Context: an optimization exercise on an open-source flow, tuned for small area, a short achievable clock period and few clock cycles. The choices shown serve that exercise and are no tape-out recipe. At most, simulation tests tie the RTL to the original design; equivalence was not proved. Power and IR drop assume default switching activity.

==> quartz: inputs <==
==> flow/design.v <==
package fb_pkg;
	localparam int PKT_BITS = 52;
	localparam int SYM_FIELD_BITS = 8;
	localparam int COORD_BITS = 16;
	localparam int COLOR_BITS = 4;
	localparam int COLOR_WORD_BITS = 3 * COLOR_BITS;
	localparam logic [COLOR_BITS-1:0] DEFAULT_CHAN = COLOR_BITS'(5);
	typedef struct packed {
		logic [COLOR_WORD_BITS-1:0] color;
		logic [COORD_BITS-1:0]      width;
		logic [COORD_BITS-1:0]      height;
		logic [SYM_FIELD_BITS-1:0]  sym_id;
	} prog_pkt_t;
	typedef struct packed {
		logic [PKT_BITS-2*COORD_BITS-SYM_FIELD_BITS-1:0] rsvd;
		logic [COORD_BITS-1:0]                          top;
		logic [COORD_BITS-1:0]                          left;
		logic [SYM_FIELD_BITS-1:0]                      sym_id;
	} draw_pkt_t;
	typedef union packed {
		prog_pkt_t prog;
		draw_pkt_t draw;
	} pkt_word_t;
endpackage
`timescale 1ns/1ps
import fb_pkg::*;
module attr_tables
#(
	parameter int SYM_ID_BITS = 4
) (
	input  logic                       i_clk,
	input  logic                       i_prog_we,
	input  fb_pkg::pkt_word_t          i_pkt,
	input  logic [SYM_ID_BITS-1:0]     i_dim_id,
	input  logic [SYM_ID_BITS-1:0]     i_color_id,
	output logic [1:0]                 o_width,
	output logic [1:0]                 o_height,
	output logic [COLOR_WORD_BITS-1:0] o_color
);
	localparam int NUM_SYMS = 1 << SYM_ID_BITS;
	logic [COLOR_WORD_BITS-1:0] color_mem  [NUM_SYMS];
	logic [1:0]                 width_mem  [NUM_SYMS];
	logic [1:0]                 height_mem [NUM_SYMS];
	logic [SYM_ID_BITS-1:0] wr_id;
	logic [1:0]             wr_width;
	logic [1:0]             wr_height;
	assign wr_id = i_pkt.prog.sym_id[SYM_ID_BITS-1:0];
	always_comb begin
		wr_width  = i_pkt.prog.width[1:0];
		if (i_pkt.prog.width[COORD_BITS-1:2] != '0) begin
			wr_width = 2'd3;
		end
		wr_height = i_pkt.prog.height[1:0];
		if (i_pkt.prog.height[COORD_BITS-1:2] != '0 || i_pkt.prog.height[1:0] == 2'd3) begin
			wr_height = 2'd2;
		end
	end
	always_ff @(posedge i_clk) begin
		if (i_prog_we) begin
			color_mem[wr_id]  <= i_pkt.prog.color;
			width_mem[wr_id]  <= wr_width;
			height_mem[wr_id] <= wr_height;
		end
	end
	assign o_width  = width_mem[i_dim_id];
	assign o_height = height_mem[i_dim_id];
	always_ff @(posedge i_clk) begin
		o_color <= color_mem[i_color_id];
	end
endmodule
`timescale 1ns/1ps
import fb_pkg::*;
module draw_cmd_fifo
#(
	parameter int SYM_ID_BITS = 4
) (
	input  logic                   i_clk,
	input  logic                   n_btn_rst,
	input  logic                   i_push,
	input  fb_pkg::pkt_word_t      i_pkt,
	input  logic [1:0]             i_width,
	input  logic [1:0]             i_height,
	output logic                   o_valid,
	output logic [SYM_ID_BITS-1:0] o_id,
	output logic [1:0]             o_left,
	output logic [1:0]             o_top,
	output logic [1:0]             o_width,
	output logic [1:0]             o_height
);
	logic on_grid;
	assign on_grid = (i_pkt.draw.left[COORD_BITS-1:2] == '0) &&
	                 (i_pkt.draw.top[COORD_BITS-1:2] == '0) &&
	                 (i_pkt.draw.top[1:0] != 2'd3);
	always_ff @(posedge i_clk or negedge n_btn_rst) begin
		if (!n_btn_rst) begin
			o_valid <= 1'b0;
		end else begin
			o_valid <= i_push && on_grid;
		end
	end
	always_ff @(posedge i_clk) begin
		o_id     <= i_pkt.draw.sym_id[SYM_ID_BITS-1:0];
		o_left   <= i_pkt.draw.left[1:0];
		o_top    <= i_pkt.draw.top[1:0];
		o_width  <= i_width;
		o_height <= i_height;
	end
endmodule
`timescale 1ns/1ps
module sym_rasterizer
#(
	parameter int H_UNITS = 4,
	parameter int V_UNITS = 3
) (
	input  logic                         i_valid,
	input  logic [1:0]                   i_left,
	input  logic [1:0]                   i_top,
	input  logic [1:0]                   i_width,
	input  logic [1:0]                   i_height,
	output logic [H_UNITS*V_UNITS-1:0]   o_wr_mask
);
	logic [H_UNITS-1:0] col_hit;
	logic [V_UNITS-1:0] row_hit;
	logic [3:0]         x_reach;
	logic [3:0]         y_reach;
	assign x_reach = {i_width == 2'd3, i_width[1], i_width != 2'd0, 1'b1};
	assign y_reach = {i_height == 2'd3, i_height[1], i_height != 2'd0, 1'b1};
	always_comb begin
		for (int x = 0; x < H_UNITS; x++) begin
			col_hit[x] = 1'b0;
			for (int l = 0; l <= x; l++) begin
				col_hit[x] = col_hit[x] | ((i_left == 2'(l)) & x_reach[x - l]);
			end
		end
		for (int y = 0; y < V_UNITS; y++) begin
			row_hit[y] = 1'b0;
			for (int t = 0; t <= y; t++) begin
				row_hit[y] = row_hit[y] | ((i_top == 2'(t)) & y_reach[y - t]);
			end
		end
	end
	for (genvar u = 0; u < H_UNITS * V_UNITS; u++) begin : g_unit
		assign o_wr_mask[u] = i_valid && col_hit[u % H_UNITS] && row_hit[u / H_UNITS];
	end
endmodule
`timescale 1ns/1ps
module page_store #(
	parameter int SYM_ID_BITS = 4,
	parameter int H_UNITS = 4,
	parameter int V_UNITS = 3
) (
	input  logic                         i_clk,
	input  logic                         n_btn_rst,
	input  logic                         i_flip,
	input  logic [H_UNITS*V_UNITS-1:0]   i_wr_mask,
	input  logic [SYM_ID_BITS-1:0]       i_wr_id,
	input  logic [1:0]                   i_rd_col,
	input  logic [1:0]                   i_rd_row,
	input  logic [H_UNITS*V_UNITS-1:0]   i_clear_mask,
	output logic [SYM_ID_BITS-1:0]       o_rd_id
);
	localparam int NUM_UNITS = H_UNITS * V_UNITS;
	logic front_sel;
	always_ff @(posedge i_clk or negedge n_btn_rst) begin
		if (!n_btn_rst) begin
			front_sel <= 1'b0;
		end else if (i_flip) begin
			front_sel <= ~front_sel;
		end
	end
	logic [SYM_ID_BITS-1:0] unit_mem [2][NUM_UNITS];
	for (genvar p = 0; p < 2; p++) begin : g_page
		logic                   is_front;
		logic [SYM_ID_BITS-1:0] wr_data;
		assign is_front = (front_sel == 1'(p));
		assign wr_data  = is_front ? '0 : i_wr_id;
		for (genvar u = 0; u < NUM_UNITS; u++) begin : g_unit
			logic wr_en;
			assign wr_en = is_front ? i_clear_mask[u] : i_wr_mask[u];
			always_ff @(posedge i_clk) begin
				if (wr_en) begin
					unit_mem[p][u] <= wr_data;
				end
			end
		end
	end
	logic [SYM_ID_BITS-1:0] front_mem [NUM_UNITS];
	for (genvar u = 0; u < NUM_UNITS; u++) begin : g_front
		assign front_mem[u] = front_sel ? unit_mem[1][u] : unit_mem[0][u];
	end
	logic [SYM_ID_BITS-1:0] row_rd [V_UNITS];
	for (genvar y = 0; y < V_UNITS; y++) begin : g_row
		assign row_rd[y] = front_mem[y * H_UNITS + int'(i_rd_col)];
	end
	assign o_rd_id = i_rd_row[1] ? row_rd[2] : (i_rd_row[0] ? row_rd[1] : row_rd[0]);
endmodule
`timescale 1ns/1ps
import fb_pkg::*;
module pixel_colorer
#(
	parameter int SYM_ID_BITS = 4,
	parameter int H_UNITS = 4,
	parameter int V_UNITS = 3
) (
	input  logic                       i_clk,
	input  logic                       n_btn_rst,
	input  logic                       i_draw_en,
	input  logic [COORD_BITS-1:0]      i_sx,
	input  logic [COORD_BITS-1:0]      i_sy,
	input  logic [SYM_ID_BITS-1:0]     i_rd_id,
	input  logic [COLOR_WORD_BITS-1:0] i_color,
	output logic [1:0]                 o_rd_col,
	output logic [1:0]                 o_rd_row,
	output logic [H_UNITS*V_UNITS-1:0] o_clear_mask,
	output logic [SYM_ID_BITS-1:0]     o_color_id,
	output logic [COLOR_BITS-1:0]      o_color_r,
	output logic [COLOR_BITS-1:0]      o_color_g,
	output logic [COLOR_BITS-1:0]      o_color_b
);
	logic                   last_pix;
	logic                   en_q1;
	logic                   en_q2;
	logic [SYM_ID_BITS-1:0] id_q1;
	assign o_rd_col = i_sx[3:2];
	assign o_rd_row = i_sy[3:2];
	assign last_pix = i_draw_en && (i_sx[1:0] == 2'd3) && (i_sy[1:0] == 2'd3);
	for (genvar u = 0; u < H_UNITS * V_UNITS; u++) begin : g_clr
		assign o_clear_mask[u] = last_pix && (i_sx[3:2] == 2'(u % H_UNITS)) &&
		                         (i_sy[3:2] == 2'(u / H_UNITS));
	end
	always_ff @(posedge i_clk) begin
		id_q1 <= i_rd_id;
	end
	assign o_color_id = id_q1;
	always_ff @(posedge i_clk or negedge n_btn_rst) begin
		if (!n_btn_rst) begin
			en_q1 <= 1'b0;
			en_q2 <= 1'b0;
		end else begin
			en_q1 <= i_draw_en;
			en_q2 <= en_q1;
		end
	end
	always_ff @(posedge i_clk) begin
		if (en_q2) begin
			o_color_r <= i_color[COLOR_BITS-1:0];
			o_color_g <= i_color[2*COLOR_BITS-1:COLOR_BITS];
			o_color_b <= i_color[3*COLOR_BITS-1:2*COLOR_BITS];
		end else begin
			o_color_r <= DEFAULT_CHAN;
			o_color_g <= DEFAULT_CHAN;
			o_color_b <= DEFAULT_CHAN;
		end
	end
endmodule
`timescale 1ns/1ps
import fb_pkg::*;
module framebuf_manager
#(
	parameter int SYM_ID_BITS = 4,
	parameter int H_UNITS = 4,
	parameter int V_UNITS = 3
) (
	input  logic                  i_clk,
	input  logic                  n_btn_rst,
	input  logic                  i_sym_mode,
	input  logic                  i_pkt_valid,
	input  fb_pkg::pkt_word_t     i_pkt,
	input  logic                  i_frame_end,
	input  logic                  i_draw_en,
	input  logic [COORD_BITS-1:0] i_sx,
	input  logic [COORD_BITS-1:0] i_sy,
	output logic [COLOR_BITS-1:0] o_color_r,
	output logic [COLOR_BITS-1:0] o_color_g,
	output logic [COLOR_BITS-1:0] o_color_b,
	output logic                  o_cmd_full,
	output logic                  o_draw_idle
);
	localparam int NUM_UNITS = H_UNITS * V_UNITS;
	logic                       prog_we;
	logic                       draw_we;
	logic [1:0]                 sym_width;
	logic [1:0]                 sym_height;
	logic                       cmd_valid;
	logic [SYM_ID_BITS-1:0]     cmd_id;
	logic [1:0]                 cmd_left;
	logic [1:0]                 cmd_top;
	logic [1:0]                 cmd_width;
	logic [1:0]                 cmd_height;
	logic [NUM_UNITS-1:0]       wr_mask;
	logic [NUM_UNITS-1:0]       clear_mask;
	logic [1:0]                 rd_col;
	logic [1:0]                 rd_row;
	logic [SYM_ID_BITS-1:0]     rd_id;
	logic [SYM_ID_BITS-1:0]     color_id;
	logic [COLOR_WORD_BITS-1:0] color_word;
	assign prog_we = i_pkt_valid && !i_sym_mode;
	assign draw_we = i_pkt_valid && i_sym_mode;
	assign o_cmd_full  = 1'b0;
	assign o_draw_idle = 1'b1;
	attr_tables #(.SYM_ID_BITS(SYM_ID_BITS)) u_attr (
		.i_clk(i_clk), .i_prog_we(prog_we), .i_pkt(i_pkt),
		.i_dim_id(i_pkt.draw.sym_id[SYM_ID_BITS-1:0]), .i_color_id(color_id),
		.o_width(sym_width), .o_height(sym_height), .o_color(color_word)
	);
	draw_cmd_fifo #(.SYM_ID_BITS(SYM_ID_BITS)) u_fifo (
		.i_clk(i_clk), .n_btn_rst(n_btn_rst), .i_push(draw_we), .i_pkt(i_pkt),
		.i_width(sym_width), .i_height(sym_height),
		.o_valid(cmd_valid), .o_id(cmd_id), .o_left(cmd_left), .o_top(cmd_top),
		.o_width(cmd_width), .o_height(cmd_height)
	);
	sym_rasterizer #(.H_UNITS(H_UNITS), .V_UNITS(V_UNITS)) u_rast (
		.i_valid(cmd_valid), .i_left(cmd_left), .i_top(cmd_top),
		.i_width(cmd_width), .i_height(cmd_height), .o_wr_mask(wr_mask)
	);
	page_store #(.SYM_ID_BITS(SYM_ID_BITS), .H_UNITS(H_UNITS), .V_UNITS(V_UNITS)) u_pages (
		.i_clk(i_clk), .n_btn_rst(n_btn_rst), .i_flip(i_frame_end), .i_wr_mask(wr_mask), .i_wr_id(cmd_id),
		.i_rd_col(rd_col), .i_rd_row(rd_row), .i_clear_mask(clear_mask), .o_rd_id(rd_id)
	);
	pixel_colorer #(.SYM_ID_BITS(SYM_ID_BITS), .H_UNITS(H_UNITS), .V_UNITS(V_UNITS)) u_colorer (
		.i_clk(i_clk), .n_btn_rst(n_btn_rst), .i_draw_en(i_draw_en),
		.i_sx(i_sx), .i_sy(i_sy), .i_rd_id(rd_id), .i_color(color_word),
		.o_rd_col(rd_col), .o_rd_row(rd_row), .o_clear_mask(clear_mask),
		.o_color_id(color_id),
		.o_color_r(o_color_r), .o_color_g(o_color_g), .o_color_b(o_color_b)
	);
endmodule
==> flow/flow/run.sh <==
#!/bin/bash
# The standard layout (the standard.sh, unchanged synthesis and steps),
# with every input and output port buffered by a plain buf_2 instead of the
# cell buffer_ports picks by default. All tool output goes to flow.log
set -o pipefail
bash standard.sh "BUFFER_PORTS_ARGS=-buffer_cell sky130_fd_sc_hd__buf_2" finish > flow.log 2>&1
==> flow/standard.sh <==
#!/bin/bash
# synth_recipe.tcl (not shown) runs the flow's synth.tcl, then flattens the netlist and writes it again
# the make line also repeats each setting of config.mk as NAME=value (left out here)
make -C /OpenROAD-flow-scripts/flow DESIGN_CONFIG=/design/flow/config.mk WORK_HOME=/design/flow/orfs CLKGATE_MAP_FILE= SYNTH_SCRIPT=/design/flow/synth_recipe.tcl "${@:-finish}"
==> flow/config.mk <==
export PLATFORM = sky130hd
export DESIGN_NAME = framebuf_manager
export DESIGN_NICKNAME = framebuf_manager
export VERILOG_FILES = /design/flow/design.v
export SDC_FILE = /design/flow/constraint.sdc
export NUM_CORES = 4
export LEC_CHECK = 0
export CAP_MARGIN = 20
export CORE_MARGIN = 2
export CORE_UTILIZATION = 60
export CTS_BUF_LIST = sky130_fd_sc_hd__clkbuf_16
export CTS_CLUSTER_DIAMETER = 90
export CTS_CLUSTER_SIZE = 33
export SETUP_SLACK_MARGIN = 3.85
export SLEW_MARGIN = 20
==> flow/constraint.sdc <==
create_clock -name core_clock -period 6.0 [get_ports {i_clk}]
set_input_delay 1.2000 -clock core_clock [delete_from_list [all_inputs] [get_ports {i_clk}]]
set_output_delay 1.2000 -clock core_clock [all_outputs]
set_load 0.01 [all_outputs]
==> harbor (differences from quartz) <==
--- a/flow/design.v
+++ b/flow/design.v
@@ -121,23 +121,15 @@
 );
 	logic [H_UNITS-1:0] col_hit;
 	logic [V_UNITS-1:0] row_hit;
-	logic [3:0]         x_reach;
-	logic [3:0]         y_reach;
-	assign x_reach = {i_width == 2'd3, i_width[1], i_width != 2'd0, 1'b1};
-	assign y_reach = {i_height == 2'd3, i_height[1], i_height != 2'd0, 1'b1};
-	always_comb begin
-		for (int x = 0; x < H_UNITS; x++) begin
-			col_hit[x] = 1'b0;
-			for (int l = 0; l <= x; l++) begin
-				col_hit[x] = col_hit[x] | ((i_left == 2'(l)) & x_reach[x - l]);
-			end
-		end
-		for (int y = 0; y < V_UNITS; y++) begin
-			row_hit[y] = 1'b0;
-			for (int t = 0; t <= y; t++) begin
-				row_hit[y] = row_hit[y] | ((i_top == 2'(t)) & y_reach[y - t]);
-			end
-		end
+	logic [2:0]         right;
+	logic [2:0]         bottom;
+	assign right  = {1'b0, i_left} + {1'b0, i_width};
+	assign bottom = {1'b0, i_top} + {1'b0, i_height};
+	for (genvar x = 0; x < H_UNITS; x++) begin : g_col
+		assign col_hit[x] = (3'(x) >= {1'b0, i_left}) && (3'(x) <= right);
+	end
+	for (genvar y = 0; y < V_UNITS; y++) begin : g_row
+		assign row_hit[y] = (3'(y) >= {1'b0, i_top}) && (3'(y) <= bottom);
 	end
 	for (genvar u = 0; u < H_UNITS * V_UNITS; u++) begin : g_unit
 		assign o_wr_mask[u] = i_valid && col_hit[u % H_UNITS] && row_hit[u / H_UNITS];
@@ -150,7 +142,6 @@
 	parameter int V_UNITS = 3
 ) (
 	input  logic                         i_clk,
-	input  logic                         n_btn_rst,
 	input  logic                         i_flip,
 	input  logic [H_UNITS*V_UNITS-1:0]   i_wr_mask,
 	input  logic [SYM_ID_BITS-1:0]       i_wr_id,
@@ -160,37 +151,21 @@
 	output logic [SYM_ID_BITS-1:0]       o_rd_id
 );
 	localparam int NUM_UNITS = H_UNITS * V_UNITS;
-	logic front_sel;
-	always_ff @(posedge i_clk or negedge n_btn_rst) begin
-		if (!n_btn_rst) begin
-			front_sel <= 1'b0;
-		end else if (i_flip) begin
-			front_sel <= ~front_sel;
-		end
-	end
-	logic [SYM_ID_BITS-1:0] unit_mem [2][NUM_UNITS];
-	for (genvar p = 0; p < 2; p++) begin : g_page
-		logic                   is_front;
-		logic [SYM_ID_BITS-1:0] wr_data;
-		assign is_front = (front_sel == 1'(p));
-		assign wr_data  = is_front ? '0 : i_wr_id;
-		for (genvar u = 0; u < NUM_UNITS; u++) begin : g_unit
-			logic wr_en;
-			assign wr_en = is_front ? i_clear_mask[u] : i_wr_mask[u];
-			always_ff @(posedge i_clk) begin
-				if (wr_en) begin
-					unit_mem[p][u] <= wr_data;
-				end
-			end
+	logic [SYM_ID_BITS-1:0] front [NUM_UNITS];
+	logic [SYM_ID_BITS-1:0] back  [NUM_UNITS];
+	for (genvar u = 0; u < NUM_UNITS; u++) begin : g_unit
+		logic [SYM_ID_BITS-1:0] back_wr;
+		logic [SYM_ID_BITS-1:0] front_clr;
+		assign back_wr   = i_wr_mask[u] ? i_wr_id : back[u];
+		assign front_clr = i_clear_mask[u] ? '0 : front[u];
+		always_ff @(posedge i_clk) begin
+			front[u] <= i_flip ? back_wr : front_clr;
+			back[u]  <= i_flip ? front_clr : back_wr;
 		end
 	end
-	logic [SYM_ID_BITS-1:0] front_mem [NUM_UNITS];
-	for (genvar u = 0; u < NUM_UNITS; u++) begin : g_front
-		assign front_mem[u] = front_sel ? unit_mem[1][u] : unit_mem[0][u];
-	end
 	logic [SYM_ID_BITS-1:0] row_rd [V_UNITS];
 	for (genvar y = 0; y < V_UNITS; y++) begin : g_row
-		assign row_rd[y] = front_mem[y * H_UNITS + int'(i_rd_col)];
+		assign row_rd[y] = front[y * H_UNITS + int'(i_rd_col)];
 	end
 	assign o_rd_id = i_rd_row[1] ? row_rd[2] : (i_rd_row[0] ? row_rd[1] : row_rd[0]);
 endmodule
@@ -314,7 +289,7 @@
 		.i_width(cmd_width), .i_height(cmd_height), .o_wr_mask(wr_mask)
 	);
 	page_store #(.SYM_ID_BITS(SYM_ID_BITS), .H_UNITS(H_UNITS), .V_UNITS(V_UNITS)) u_pages (
-		.i_clk(i_clk), .n_btn_rst(n_btn_rst), .i_flip(i_frame_end), .i_wr_mask(wr_mask), .i_wr_id(cmd_id),
+		.i_clk(i_clk), .i_flip(i_frame_end), .i_wr_mask(wr_mask), .i_wr_id(cmd_id),
 		.i_rd_col(rd_col), .i_rd_row(rd_row), .i_clear_mask(clear_mask), .o_rd_id(rd_id)
 	);
 	pixel_colorer #(.SYM_ID_BITS(SYM_ID_BITS), .H_UNITS(H_UNITS), .V_UNITS(V_UNITS)) u_colorer (
==> flow/run.sh (new file) <==
#!/bin/bash
# synth_recipe.tcl (not shown) runs the flow's synth.tcl, then flattens the netlist and writes it again
# the make line also repeats each setting of config.mk as NAME=value (left out here)
make -C /OpenROAD-flow-scripts/flow DESIGN_CONFIG=/design/flow/config.mk WORK_HOME=/design/flow/orfs CLKGATE_MAP_FILE= SYNTH_SCRIPT=/design/flow/synth_recipe.tcl finish
- CORE_UTILIZATION: 60 -> 40
- CTS_BUF_LIST: sky130_fd_sc_hd__clkbuf_16 -> unset
- CTS_CLUSTER_DIAMETER: 90 -> unset
- CTS_CLUSTER_SIZE: 33 -> unset
- SETUP_SLACK_MARGIN: 3.85 -> 3.5
removed: flow/flow/run.sh
removed: flow/standard.sh
==> maple (differences from quartz) <==
- ABC_AREA: unset -> 1
- CTS_CLUSTER_DIAMETER: 90 -> 100
- CTS_CLUSTER_SIZE: 33 -> 30
==> onyx (differences from quartz) <==
--- a/flow/design.v
+++ b/flow/design.v
@@ -150,7 +150,6 @@
 	parameter int V_UNITS = 3
 ) (
 	input  logic                         i_clk,
-	input  logic                         n_btn_rst,
 	input  logic                         i_flip,
 	input  logic [H_UNITS*V_UNITS-1:0]   i_wr_mask,
 	input  logic [SYM_ID_BITS-1:0]       i_wr_id,
@@ -160,37 +159,21 @@
 	output logic [SYM_ID_BITS-1:0]       o_rd_id
 );
 	localparam int NUM_UNITS = H_UNITS * V_UNITS;
-	logic front_sel;
-	always_ff @(posedge i_clk or negedge n_btn_rst) begin
-		if (!n_btn_rst) begin
-			front_sel <= 1'b0;
-		end else if (i_flip) begin
-			front_sel <= ~front_sel;
+	logic [SYM_ID_BITS-1:0] front [NUM_UNITS];
+	logic [SYM_ID_BITS-1:0] back  [NUM_UNITS];
+	for (genvar u = 0; u < NUM_UNITS; u++) begin : g_unit
+		logic [SYM_ID_BITS-1:0] back_wr;
+		logic [SYM_ID_BITS-1:0] front_clr;
+		assign back_wr   = i_wr_mask[u] ? i_wr_id : back[u];
+		assign front_clr = i_clear_mask[u] ? '0 : front[u];
+		always_ff @(posedge i_clk) begin
+			front[u] <= i_flip ? back_wr : front_clr;
+			back[u]  <= i_flip ? front_clr : back_wr;
 		end
 	end
-	logic [SYM_ID_BITS-1:0] unit_mem [2][NUM_UNITS];
-	for (genvar p = 0; p < 2; p++) begin : g_page
-		logic                   is_front;
-		logic [SYM_ID_BITS-1:0] wr_data;
-		assign is_front = (front_sel == 1'(p));
-		assign wr_data  = is_front ? '0 : i_wr_id;
-		for (genvar u = 0; u < NUM_UNITS; u++) begin : g_unit
-			logic wr_en;
-			assign wr_en = is_front ? i_clear_mask[u] : i_wr_mask[u];
-			always_ff @(posedge i_clk) begin
-				if (wr_en) begin
-					unit_mem[p][u] <= wr_data;
-				end
-			end
-		end
-	end
-	logic [SYM_ID_BITS-1:0] front_mem [NUM_UNITS];
-	for (genvar u = 0; u < NUM_UNITS; u++) begin : g_front
-		assign front_mem[u] = front_sel ? unit_mem[1][u] : unit_mem[0][u];
-	end
 	logic [SYM_ID_BITS-1:0] row_rd [V_UNITS];
 	for (genvar y = 0; y < V_UNITS; y++) begin : g_row
-		assign row_rd[y] = front_mem[y * H_UNITS + int'(i_rd_col)];
+		assign row_rd[y] = front[y * H_UNITS + int'(i_rd_col)];
 	end
 	assign o_rd_id = i_rd_row[1] ? row_rd[2] : (i_rd_row[0] ? row_rd[1] : row_rd[0]);
 endmodule
@@ -314,7 +297,7 @@
 		.i_width(cmd_width), .i_height(cmd_height), .o_wr_mask(wr_mask)
 	);
 	page_store #(.SYM_ID_BITS(SYM_ID_BITS), .H_UNITS(H_UNITS), .V_UNITS(V_UNITS)) u_pages (
-		.i_clk(i_clk), .n_btn_rst(n_btn_rst), .i_flip(i_frame_end), .i_wr_mask(wr_mask), .i_wr_id(cmd_id),
+		.i_clk(i_clk), .i_flip(i_frame_end), .i_wr_mask(wr_mask), .i_wr_id(cmd_id),
 		.i_rd_col(rd_col), .i_rd_row(rd_row), .i_clear_mask(clear_mask), .o_rd_id(rd_id)
 	);
 	pixel_colorer #(.SYM_ID_BITS(SYM_ID_BITS), .H_UNITS(H_UNITS), .V_UNITS(V_UNITS)) u_colorer (
- CTS_BUF_LIST: sky130_fd_sc_hd__clkbuf_16 -> sky130_fd_sc_hd__clkbuf_4 sky130_fd_sc_hd__clkbuf_8
- CTS_CLUSTER_DIAMETER: 90 -> unset
- CTS_CLUSTER_SIZE: 33 -> 30
- SETUP_SLACK_MARGIN: 3.85 -> 3.5
==> run notes <==
- onyx completed without violations. quartz produced a clean layout. harbor completed without violations. maple finished with timing, DRC and antenna clean.
- Against quartz, the clock power of harbor is larger by about 90%.
- Hold slack: quartz > maple > harbor > onyx.
- The lowest sequential share of layout area belongs to harbor, the highest to quartz.
- Of maple and quartz, maple has the higher final area (gap about 4%, measured against quartz).
- Via count: onyx is larger than quartz (about 19%).
- Against harbor, the register-to-register slack of maple is better by 0.38 ns.
- The highest fmax belongs to maple, the lowest to harbor.
Testbench counts of quartz, summed over its fixed seeds: cycles 1,536.
Testbench counts of harbor, summed over its fixed seeds: cycles 1,536.
Testbench counts of maple, summed over its fixed seeds: cycles 1,536.
The RTL of onyx was laid out without a check of its function.

[what the ideal ports hide]
How much do the figures lean on ideal ports? The routed layouts below were timed once more, with nothing changed but the port constraints. Step 1 sets driving cells, clkbuf_16 on the clock port and buf_2 on the other inputs (assumed; they add their load-dependent delay and slew). Step 2 times the ports against the registers' clock, not the clock port: input delays grow and output delays shrink by t, the midpoint of the rising clock arrivals with the driver on. a / b / c = ideal / step 1 / step 2; a / b = the first two.
| run | t (ns) | setup slack, ns | hold slack, ns | latest minus earliest clock arrival (ns) | pins driven straight from the clock port |
|---|---|---|---|---|---|
| quartz | 0.560 | 3.822 / 3.774 / 3.330 | 0.379 / 0.379 / 0.379 | 0.039 / 0.039 | 1 |
| harbor | 0.597 | 3.542 / 3.542 / 3.021 | 0.356 / 0.356 / 0.356 | 0.029 / 0.029 | 1 |
| maple | 0.574 | 3.844 / 3.792 / 3.335 | 0.371 / 0.371 / 0.371 | 0.016 / 0.016 | 1 |
| onyx | 0.644 | 3.549 / 3.577 / 2.933 | 0.349 / 0.349 / 0.349 | 0.027 / 0.028 | 1 |
After both steps every run listed still meets setup and hold. The setup slack of onyx, which loses most, moves by +0.028 ns with the drivers and by -0.616 ns with both steps.
